Background: an optimization exercise with open tools, aiming at small area. Do not read the settings as production practice. Only simulation tests tie the RTL to the original design; equivalence was not proved. Power and IR drop assume default switching activity.

## color_mapper
module color_mapper
(
	input  logic                             clk,
	input  logic                             rst_n,
	input  logic [10-1:0]              draw_x,
	input  logic [10-1:0]              draw_y,
	input  logic [10-1:0]              ship_x,
	input  logic [10-1:0]              ship_y,
	input  logic [10-1:0]              ship_size,
	input  logic [4*10-1:0]  laser_x,
	input  logic [4*10-1:0]  laser_y,
	input  logic [4-1:0]           laser_en,
	input  logic [12*10-1:0] enemy_x,
	input  logic [12*10-1:0] enemy_y,
	input  logic [12-1:0]          enemy_en,
	input  logic [12-1:0]          enemy_explode,
	input  logic [10-1:0]              lives_x,
	input  logic [10-1:0]              lives_y,
	input  logic [1:0]                       num_lives,
	input  logic [11:0]                      bg_rgb,
	input  logic [23:0]                      ship_texel,
	input  logic [23:0]                      enemy_texel,
	input  logic [23:0]                      explosion_texel,
	input  logic [11:0]                      laser_rgb,
	input  logic                             lose_game,
	input  logic                             win_game,
	output logic [3:0]                       red,
	output logic [3:0]                       green,
	output logic [3:0]                       blue
);
Size in the first run: about 530 I/O pins, roughly 0.0091 mm² of cells after synthesis.
Settings: LEC_CHECK=0, CAP_MARGIN=20, CORE_MARGIN=2, CORE_UTILIZATION=40, SLEW_MARGIN=20, SYNTH_HIERARCHICAL=1; clock period 7.0 ns.
standard.sh (not shown) runs the stock make flow with config.mk's settings and CLKGATE_MAP_FILE= SYNTH_SCRIPT=/design/flow/synth_recipe.tcl, a recipe that flattens the netlist after the stock synthesis.
==> flow/flow/run.sh <==
#!/bin/bash
# Layout flow: the standard ORFS flow with two changes.
#  1. Synthesis (hierarchical, set in config.mk) maps each module with an
#     area-oriented ABC script in place of ORFS's delay-oriented one:
#     flow/prio.abc for the output stage, flow/scan.abc for the hit tests.
#     Everything else in synthesis is the standard flow's own script.
#  2. Port buffers use the smallest buffer cell (buf_1).
# Each tool's output goes to a log file of its own in this folder.
set -euo pipefail
here=$(pwd)

# synthesis script: the standard flow's, with the abc call run once per group of modules
cat > "$here/flow_synth.tcl" <<EOT
proc abc {args} {
  set i [lsearch \$args -script]
  foreach {scr sel} {$here/flow/prio.abc pixel_priority $here/flow/scan.abc {enemy_scan player_scan lives_hud color_mapper}} {
    set a [lreplace \$args [expr {\$i+1}] [expr {\$i+1}] \$scr]
    yosys abc {*}\$a {*}\$sel
  }
}
EOT
cat "$here/synth_recipe.tcl" >> "$here/flow_synth.tcl"

# standard.sh with our synthesis script
sed "s#SYNTH_SCRIPT=[^ ]*#SYNTH_SCRIPT=$here/flow_synth.tcl#" "$here/standard.sh" > "$here/flow_standard.sh"
grep -q "SYNTH_SCRIPT=$here/flow_synth.tcl" "$here/flow_standard.sh"

bash "$here/flow_standard.sh" synth > "$here/synth.log" 2>&1

export BUFFER_PORTS_ARGS="-buffer_cell sky130_fd_sc_hd__buf_1"
bash "$here/flow_standard.sh" finish > "$here/layout.log" 2>&1
==> flow/flow/prio.abc <==
strash
dch -f
map -D 4500
topo
buffer -p
upsize -D 4500
dnsize -D 4500
==> flow/flow/scan.abc <==
strash
&get -n
&st
&syn2
&dch
&nf -a -R 1000
&st
&dch -f
&nf -a -R 1000
&st
&dch -f
&nf -a -R 1000
&put
topo
Then changed:
--- a/flow/config.mk
+++ b/flow/config.mk
@@ -6,7 +6,8 @@
 export NUM_CORES = 4
 export LEC_CHECK = 0
-export CAP_MARGIN = 20
+export CAP_MARGIN = 10
 export CORE_MARGIN = 2
 export CORE_UTILIZATION = 40
-export SLEW_MARGIN = 20
+export CTS_BUF_LIST = sky130_fd_sc_hd__clkbuf_4
+export SLEW_MARGIN = 10
 export SYNTH_HIERARCHICAL = 1
Effect:
- final area goes down slightly
- area after synthesis does not change
- cell count hardly moves
- worst setup slack gains 0.0075 ns
- combinational power hardly moves
- total power goes down by a few percent
- via count stays flat
Then changed:
--- a/flow/flow/run.sh
+++ b/flow/flow/run.sh
@@ -5,5 +5,6 @@
 #     flow/prio.abc for the output stage, flow/scan.abc for the hit tests.
 #     Everything else in synthesis is the standard flow's own script.
-#  2. Port buffers use the smallest buffer cell (buf_1).
+#  2. Port buffers use the smallest buffer cell (buf_1), and the layout's
+#     repairs may not use buffers larger than buf_2.
 # Each tool's output goes to a log file of its own in this folder.
 set -euo pipefail
@@ -29,3 +30,5 @@
 
 export BUFFER_PORTS_ARGS="-buffer_cell sky130_fd_sc_hd__buf_1"
+# layout repairs may not use the large buffers
+export DONT_USE_CELLS="sky130_fd_sc_hd__buf_4 sky130_fd_sc_hd__buf_6 sky130_fd_sc_hd__buf_8 sky130_fd_sc_hd__buf_12 sky130_fd_sc_hd__buf_16"
 bash "$here/flow_standard.sh" finish > "$here/layout.log" 2>&1
Effect:
- worst setup slack is unchanged
- cell count does not change
- wire length stays the same
- combinational power hardly moves
- power stays the same
- worst hold slack stays the same
- final area does not change
- sequential cell count stays the same

* * *

== fjord ==
Another version of the RTL of color_mapper (not shown whole).
Size in the first run: roughly 1,400 cells after synthesis, roughly 9000 um2 of cells after synthesis.
==> flow/config.mk <==
export PLATFORM = sky130hd
export DESIGN_NAME = color_mapper
export DESIGN_NICKNAME = color_mapper
export VERILOG_FILES = /design/flow/design.v
export SDC_FILE = /design/flow/constraint.sdc
export NUM_CORES = 4
export LEC_CHECK = 0
export CAP_MARGIN = 10
export CORE_MARGIN = 2
export CORE_UTILIZATION = 40
export CTS_BUF_LIST = sky130_fd_sc_hd__clkbuf_4
export SLEW_MARGIN = 10
==> flow/constraint.sdc <==
create_clock -name core_clock -period 7.0 [get_ports {clk}]
set_input_delay 1.4000 -clock core_clock [delete_from_list [all_inputs] [get_ports {clk}]]
set_output_delay 1.4000 -clock core_clock [all_outputs]
set_load 0.01 [all_outputs]
==> flow/flow/run.sh <==
#!/bin/bash
# Layout flow: the standard ORFS flow with two changes.
#  1. Synthesis keeps the output stage (pixel_priority) as a module of its
#     own until mapping, and maps it with flow/prio.abc, a delay-aware ABC
#     script; the rest, flattened, is mapped with flow/scan.abc, an
#     area-oriented one. Both replace ORFS's delay-oriented ABC script.
#     Everything else in synthesis is the standard flow's own script, which flattens
#     the design before writing it.
#  2. Port buffers use the smallest buffer cell (buf_1).
# Each tool's output goes to a log file of its own in this folder.
set -euo pipefail
here=$(pwd)

# synthesis script: the standard flow's, with the abc call run once per group of modules
cat > "$here/flow_synth.tcl" <<EOT
proc abc {args} {
  set i [lsearch \$args -script]
  foreach {scr sel} {$here/flow/prio.abc pixel_priority $here/flow/scan.abc color_mapper} {
    set a [lreplace \$args [expr {\$i+1}] [expr {\$i+1}] \$scr]
    yosys abc {*}\$a {*}\$sel
  }
}
EOT
cat "$here/synth_recipe.tcl" >> "$here/flow_synth.tcl"

# standard.sh with our synthesis script
sed "s#SYNTH_SCRIPT=[^ ]*#SYNTH_SCRIPT=$here/flow_synth.tcl#" "$here/standard.sh" > "$here/flow_standard.sh"
grep -q "SYNTH_SCRIPT=$here/flow_synth.tcl" "$here/flow_standard.sh"

SYNTH_KEEP_MODULES=pixel_priority bash "$here/flow_standard.sh" synth > "$here/synth.log" 2>&1

export BUFFER_PORTS_ARGS="-buffer_cell sky130_fd_sc_hd__buf_1"
bash "$here/flow_standard.sh" finish > "$here/layout.log" 2>&1
Scripts as last shown in full above: flow/flow/prio.abc, flow/flow/scan.abc
Inputs modified between fjord and willow:
- GPL_TIMING_DRIVEN now 0, previously not set
### Flow results
willow did not stop at any stage, and its layout met the timing, design-rule and antenna checks.
Against fjord, routed wire length in willow fell by a few percent.
Sort willow and fjord by hold slack, descending, and willow comes first.
Final non-filler cell area on willow is ahead of fjord.
--- input diff willow..lagoon ---
- putting SYNTH_HIERARCHICAL at 1 where nothing was set
- clearing GPL_TIMING_DRIVEN, which used to be 0
--- a/flow/flow/run.sh
+++ b/flow/flow/run.sh
@@ -2,8 +2,6 @@
 # Layout flow: the standard ORFS flow with two changes.
-#  1. Synthesis keeps the output stage (pixel_priority) as a module of its
-#     own until mapping, and maps it with flow/prio.abc, a delay-aware ABC
-#     script; the rest, flattened, is mapped with flow/scan.abc, an
-#     area-oriented one. Both replace ORFS's delay-oriented ABC script.
-#     Everything else in synthesis is the standard flow's own script, which flattens
-#     the design before writing it.
+#  1. Synthesis (hierarchical, set in config.mk) maps each module with an
+#     area-oriented ABC script in place of ORFS's delay-oriented one:
+#     flow/prio.abc for the output stage, flow/scan.abc for the hit tests.
+#     Everything else in synthesis is the standard flow's own script.
 #  2. Port buffers use the smallest buffer cell (buf_1).
@@ -17,3 +15,3 @@
   set i [lsearch \$args -script]
-  foreach {scr sel} {$here/flow/prio.abc pixel_priority $here/flow/scan.abc color_mapper} {
+  foreach {scr sel} {$here/flow/prio.abc pixel_priority $here/flow/scan.abc {enemy_scan player_scan lives_hud color_mapper}} {
     set a [lreplace \$args [expr {\$i+1}] [expr {\$i+1}] \$scr]
@@ -29,3 +27,3 @@
 
-SYNTH_KEEP_MODULES=pixel_priority bash "$here/flow_standard.sh" synth > "$here/synth.log" 2>&1
+bash "$here/flow_standard.sh" synth > "$here/synth.log" 2>&1
 
### Flow results
u_pixel_priority.pix_q[9] as the end point of the critical path was reported by lagoon, and u_pixel_priority.pix_q[1] by willow.
Against willow as the reference, lagoon delivers a lower count of cells resized by post-cts repair.
Between lagoon and willow, the overall die area is higher for lagoon.
Layout net count went up by a few percent going from willow to lagoon.
lagoon against willow: total non-filler cell area in the finished layout grew by 1.3%, fraction of area in clock buffers and inverters held steady, layout buffering overhead excluding clock cells grew by 1.3 points, total routing resource utilization after global routing shrank by 1.5 points, clock share of power held steady.
What nickel does differently from lagoon at the input level:
- an added PLACE_DENSITY of 0.75
- a change of CORE_UTILIZATION from 40 to 55
- a deleted SYNTH_HIERARCHICAL that had been 1
- an added GPL_TIMING_DRIVEN of 0
--- a/flow/flow/run.sh
+++ b/flow/flow/run.sh
@@ -2,6 +2,8 @@
 # Layout flow: the standard ORFS flow with two changes.
-#  1. Synthesis (hierarchical, set in config.mk) maps each module with an
-#     area-oriented ABC script in place of ORFS's delay-oriented one:
-#     flow/prio.abc for the output stage, flow/scan.abc for the hit tests.
-#     Everything else in synthesis is the standard flow's own script.
+#  1. Synthesis keeps the output stage (pixel_priority) as a module of its
+#     own until mapping, and maps it with flow/prio.abc, a delay-aware ABC
+#     script; the rest, flattened, is mapped with flow/scan.abc, an
+#     area-oriented one. Both replace ORFS's delay-oriented ABC script.
+#     Everything else in synthesis is the standard flow's own script, which flattens
+#     the design before writing it.
 #  2. Port buffers use the smallest buffer cell (buf_1).
@@ -15,3 +17,3 @@
   set i [lsearch \$args -script]
-  foreach {scr sel} {$here/flow/prio.abc pixel_priority $here/flow/scan.abc {enemy_scan player_scan lives_hud color_mapper}} {
+  foreach {scr sel} {$here/flow/prio.abc pixel_priority $here/flow/scan.abc color_mapper} {
     set a [lreplace \$args [expr {\$i+1}] [expr {\$i+1}] \$scr]
@@ -27,3 +29,3 @@
 
-bash "$here/flow_standard.sh" synth > "$here/synth.log" 2>&1
+SYNTH_KEEP_MODULES=pixel_priority bash "$here/flow_standard.sh" synth > "$here/synth.log" 2>&1
 
==> flow/flow/scan.abc <==
strash
&get -n
&st
&syn2
&dch
&nf -a -R 1000 -F 8 -A 8 -C 32
&st
&dch -f
&nf -a -R 1000 -F 8 -A 8 -C 32
&put
topo
Notes after the runs:
nickel vs. lagoon: die outline height went down by 15%. Taking lagoon as the reference point, the synthesized netlist net count of nickel falls by 2.2%. Going from lagoon to nickel, synthesized area divided by synthesized cell count higher, number of cell rows lower. STATUS synthesized area: nickel wins against lagoon. When the final numbers for nickel and lagoon were put side by side, the die extent in x turned out to be greater in lagoon. Between nickel and lagoon, initial standard-cell utilization of the core is lower for lagoon, nickel comes in above that. Compared with lagoon, nickel shows a synthesized cell count that is 3.1% lower. nickel never completed, since it errored out during I/O pin placement (3_2_place_iop). lagoon finished every step from synthesis to the final layout, and the layout passed the timing, design-rule and antenna checks.

## what the ideal ports hide
In the flow no input, the clock included, has a driving cell. The finished layouts below were timed again as built, in two steps. Step 1 assumes that a clkbuf_16 drives the clock port and a buf_2 every other input. Step 2 also shifts input and output timing later by t, the mid clock arrival at the registers, as if the neighbouring blocks saw the same clock. Three values: ideal ports, drivers, drivers and shift; two values: the first two.
run | t (ns) | setup WS [ns] | worst setup path at the end | worst data-port slew with drivers (ns) | pins driven straight from the clock port
the first run of note 1 | 0.271 | 0.520 / 0.531 / 0.260 | input to register | 0.16 | 1
the second run of note 1 | 0.296 | 0.528 / 0.531 / 0.235 | input to register | 0.16 | 1
the third run of note 1 | 0.296 | 0.528 / 0.531 / 0.235 | input to register | 0.16 | 1
fjord | 0.307 | 0.479 / 0.477 / 0.170 | input to register | 0.18 | 1
willow | 0.293 | 0.271 / 0.271 / -0.022 | input to register | 0.18 | 1
lagoon | 0.302 | 0.289 / 0.286 / -0.016 | input to register | 0.16 | 1
Met with ideal ports but missed after step 2: setup timing in willow and lagoon. The setup slack of fjord, which loses most, moves by -0.002 ns with the drivers and by -0.309 ns with both steps.
